This design comes from an exercise in tuning for small area on the open sky130 flow, not from production work. Only simulation tests tie the RTL to the original design; equivalence was not proved.

==> flow/design.v (excerpt) <==
module icmp_echo_reply_parser (
    input  logic                                i_clk,
    input  logic                                i_rst_n,
    input  logic                                i_valid,
    output logic                                o_ready,
    input  icmp_pkg::t_in                       i_data,
    output logic                                o_valid,
    input  logic                                i_ready,
    output icmp_pkg::t_out                      o_data,
    input  logic                                i_cfg_we,
    input  logic [icmp_pkg::CFG_IDX_W-1:0]      i_cfg_idx,
    input  logic [icmp_pkg::CFG_DATA_W-1:0]     i_cfg_data
);
For scale: roughly 1,300 cells after synthesis, about 340 flip-flops, ~190 I/O pins, roughly 14,000 sq um of cells after synthesis.
Settings: LEC_CHECK=0, CAP_MARGIN=20, CORE_MARGIN=2, CORE_UTILIZATION=55, SLEW_MARGIN=20; clock period 10.0 ns.
standard.sh (not shown) runs the stock make flow with config.mk's settings and CLKGATE_MAP_FILE= SYNTH_SCRIPT=/design/flow/synth_recipe.tcl, a recipe that flattens the netlist after the stock synthesis.
==> flow/flow/run.sh <==
#!/bin/bash
# Own flow: the standard layout (standard.sh with the standard flow's synthesis script
# synth_recipe.tcl), run from a copy of ORFS's scripts folder with these
# changes to how the layout is built:
#  - synthesis maps the logic with ABC's area script (ABC_AREA=1), and that
#    script (flow/abc_area.script) is an area-oriented one: dch + amap, twice;
#  - Yosys's extract_fa extracts full adders only (extract_fa -fa): half
#    adders are left to ABC, which maps them with fewer inverters.
#    Registers are mapped by dfflibmap as in the standard synthesis, so they
#    are the standard synthesis's registers (same names and cell types);
#  - the port buffers that global placement inserts are the smallest buffer,
#    sky130_fd_sc_hd__buf_1, instead of the cell buffer_ports picks itself;
#  - clock tree synthesis uses clkbuf_8 in small sink clusters and inserts no
#    dummy loads.
set -euo pipefail
here=$(pwd)
rm -rf "$here/scripts_abc"
cp -r "$FLOW_HOME/scripts" "$here/scripts_abc"
cp "$here/flow/abc_area.script" "$here/scripts_abc/abc_area.script"
sed -i 's/extract_fa {\*}\[dont_use_extract_fa_args\]/extract_fa -fa/' "$here/scripts_abc/synth.tcl"
grep -q 'extract_fa -fa$' "$here/scripts_abc/synth.tcl"
export BUFFER_PORTS_ARGS="-buffer_cell sky130_fd_sc_hd__buf_1"
export CTS_ARGS="-sink_clustering_enable -repair_clock_nets -sink_clustering_size 18 -sink_clustering_max_diameter 60 -buf_list sky130_fd_sc_hd__clkbuf_8 -dont_use_dummy_load"
bash standard.sh SCRIPTS_DIR="$here/scripts_abc" ABC_AREA=1 finish > standard_make.log 2>&1
==> flow/flow/abc_area.script <==
strash
dch
amap
strash
dch
amap
topo
stime -c
Rerun with:
--- a/flow/design.v
+++ b/flow/design.v
@@ -255,40 +255,24 @@
     end
     logic sel_n;
     logic sel_t;
     assign sel_n = k_e && !r_tv;
     assign sel_t = k_e && r_tv;
     always_ff @(posedge i_clk) begin
-    end
-    logic h_ld;
-    logic h_hold;
-    logic ld_n;
-    logic ld_t;
-    logic ld_e;
-    logic ld_o;
-    logic ld_k;
-    assign h_ld   = !r_hv || pop;
-    assign h_hold = !h_ld;
-    assign ld_n   = h_ld && sel_n;
-    assign ld_t   = h_ld && sel_t;
-    assign ld_e   = h_ld && k_e;
-    assign ld_o   = h_ld && k_o;
-    assign ld_k   = h_ld && keep;
-    always_ff @(posedge i_clk) begin
-        if (h_ld) h_e <= k_e;
-    end
-    always_ff @(posedge i_clk) begin
-        h_ilen <= (ilen & {11{ld_k}}) | (h_ilen & {11{h_hold}});
-        h_code <= (~r_ncode & {8{ld_k}}) | (h_code & {8{h_hold}});
-        h_u8   <= (~r_nttl & {8{ld_e}}) | (~r_ntype & {8{ld_o}}) | (h_u8 & {8{h_hold}});
-        h_seq  <= (~r_nseq & {16{ld_e}}) | (h_seq & {16{h_hold}});
-        h_b    <= (ld_n && borrow) || (ld_t && r_big) || (h_hold && h_b);
-        h_k10  <= (ld_n && k10) || (ld_t && r_id[0]) || (h_hold && h_k10);
-        h_k16  <= (ld_n && k16) || (ld_t && r_id[1]) || (h_hold && h_k16);
-        h_ds   <= (ds & {32{ld_n}}) | (r_nssec & {32{ld_t}}) | (h_ds & {32{h_hold}});
-        h_du   <= (ud & {20{ld_n}}) | (r_nsu & {20{ld_t}}) | (h_du & {20{h_hold}});
+        if (!r_hv || pop) begin
+            h_e     <= k_e;
+            h_ilen  <= keep ? ilen : 11'd0;
+            h_code  <= ~(r_ncode | {8{!keep}});
+            h_u8    <= ~((r_nttl | {8{!k_e}}) & (r_ntype | {8{!k_o}}));
+            h_seq   <= ~(r_nseq | {16{!k_e}});
+            h_b     <= (sel_n && borrow) || (sel_t && r_big);
+            h_k10   <= (sel_n && k10) || (sel_t && r_id[0]);
+            h_k16   <= (sel_n && k16) || (sel_t && r_id[1]);
+            h_ds    <= (ds & {32{sel_n}}) | (r_nssec & {32{sel_t}});
+            h_du    <= (ud & {20{sel_n}}) | (r_nsu & {20{sel_t}});
+        end
     end
     logic        q_e;
     logic [10:0] q_ilen;
     logic [7:0]  q_code;
     logic [7:0]  q_u8;
     logic [15:0] q_seq;
After rerunning:
- die area goes up by 2.9%
- cell area goes up by 2.6%
- synthesized cell count goes down by 7.4%
- clock-buffer cell count goes up by 1
- maximum frequency goes down by 1.1%
- cell count goes down by 5.0%

## port drivers added, routing unchanged
In the flow no input, the clock included, has a driving cell. The finished layouts below were timed again as built, in two steps. Step 1 (the two cells are an assumption about what drives the block):
set clk [get_ports {i_clk}]
set_driving_cell -lib_cell sky130_fd_sc_hd__clkbuf_16 $clk
set_driving_cell -lib_cell sky130_fd_sc_hd__buf_2 [delete_from_list [all_inputs] $clk]
Step 2 also shifts input and output timing later by t, the mid clock arrival at the registers, as if the neighbouring blocks saw the same clock. Slacks: no drivers / after step 1 / after step 2; pairs: no drivers / after step 1.
| run | shift t [ns] | setup WS [ns] | worst register clock-pin slew, ns |
|---|---|---|---|
| the first run | 0.605 | 2.584 / 2.607 / 2.001 | 0.12 / 0.12 |
| the second run | 0.615 | 2.501 / 2.527 / 1.912 | 0.11 / 0.11 |
After both steps setup and hold are still met in every run listed. The setup slack of the second run, which loses most, moves by +0.026 ns with the drivers and by -0.589 ns with both steps.
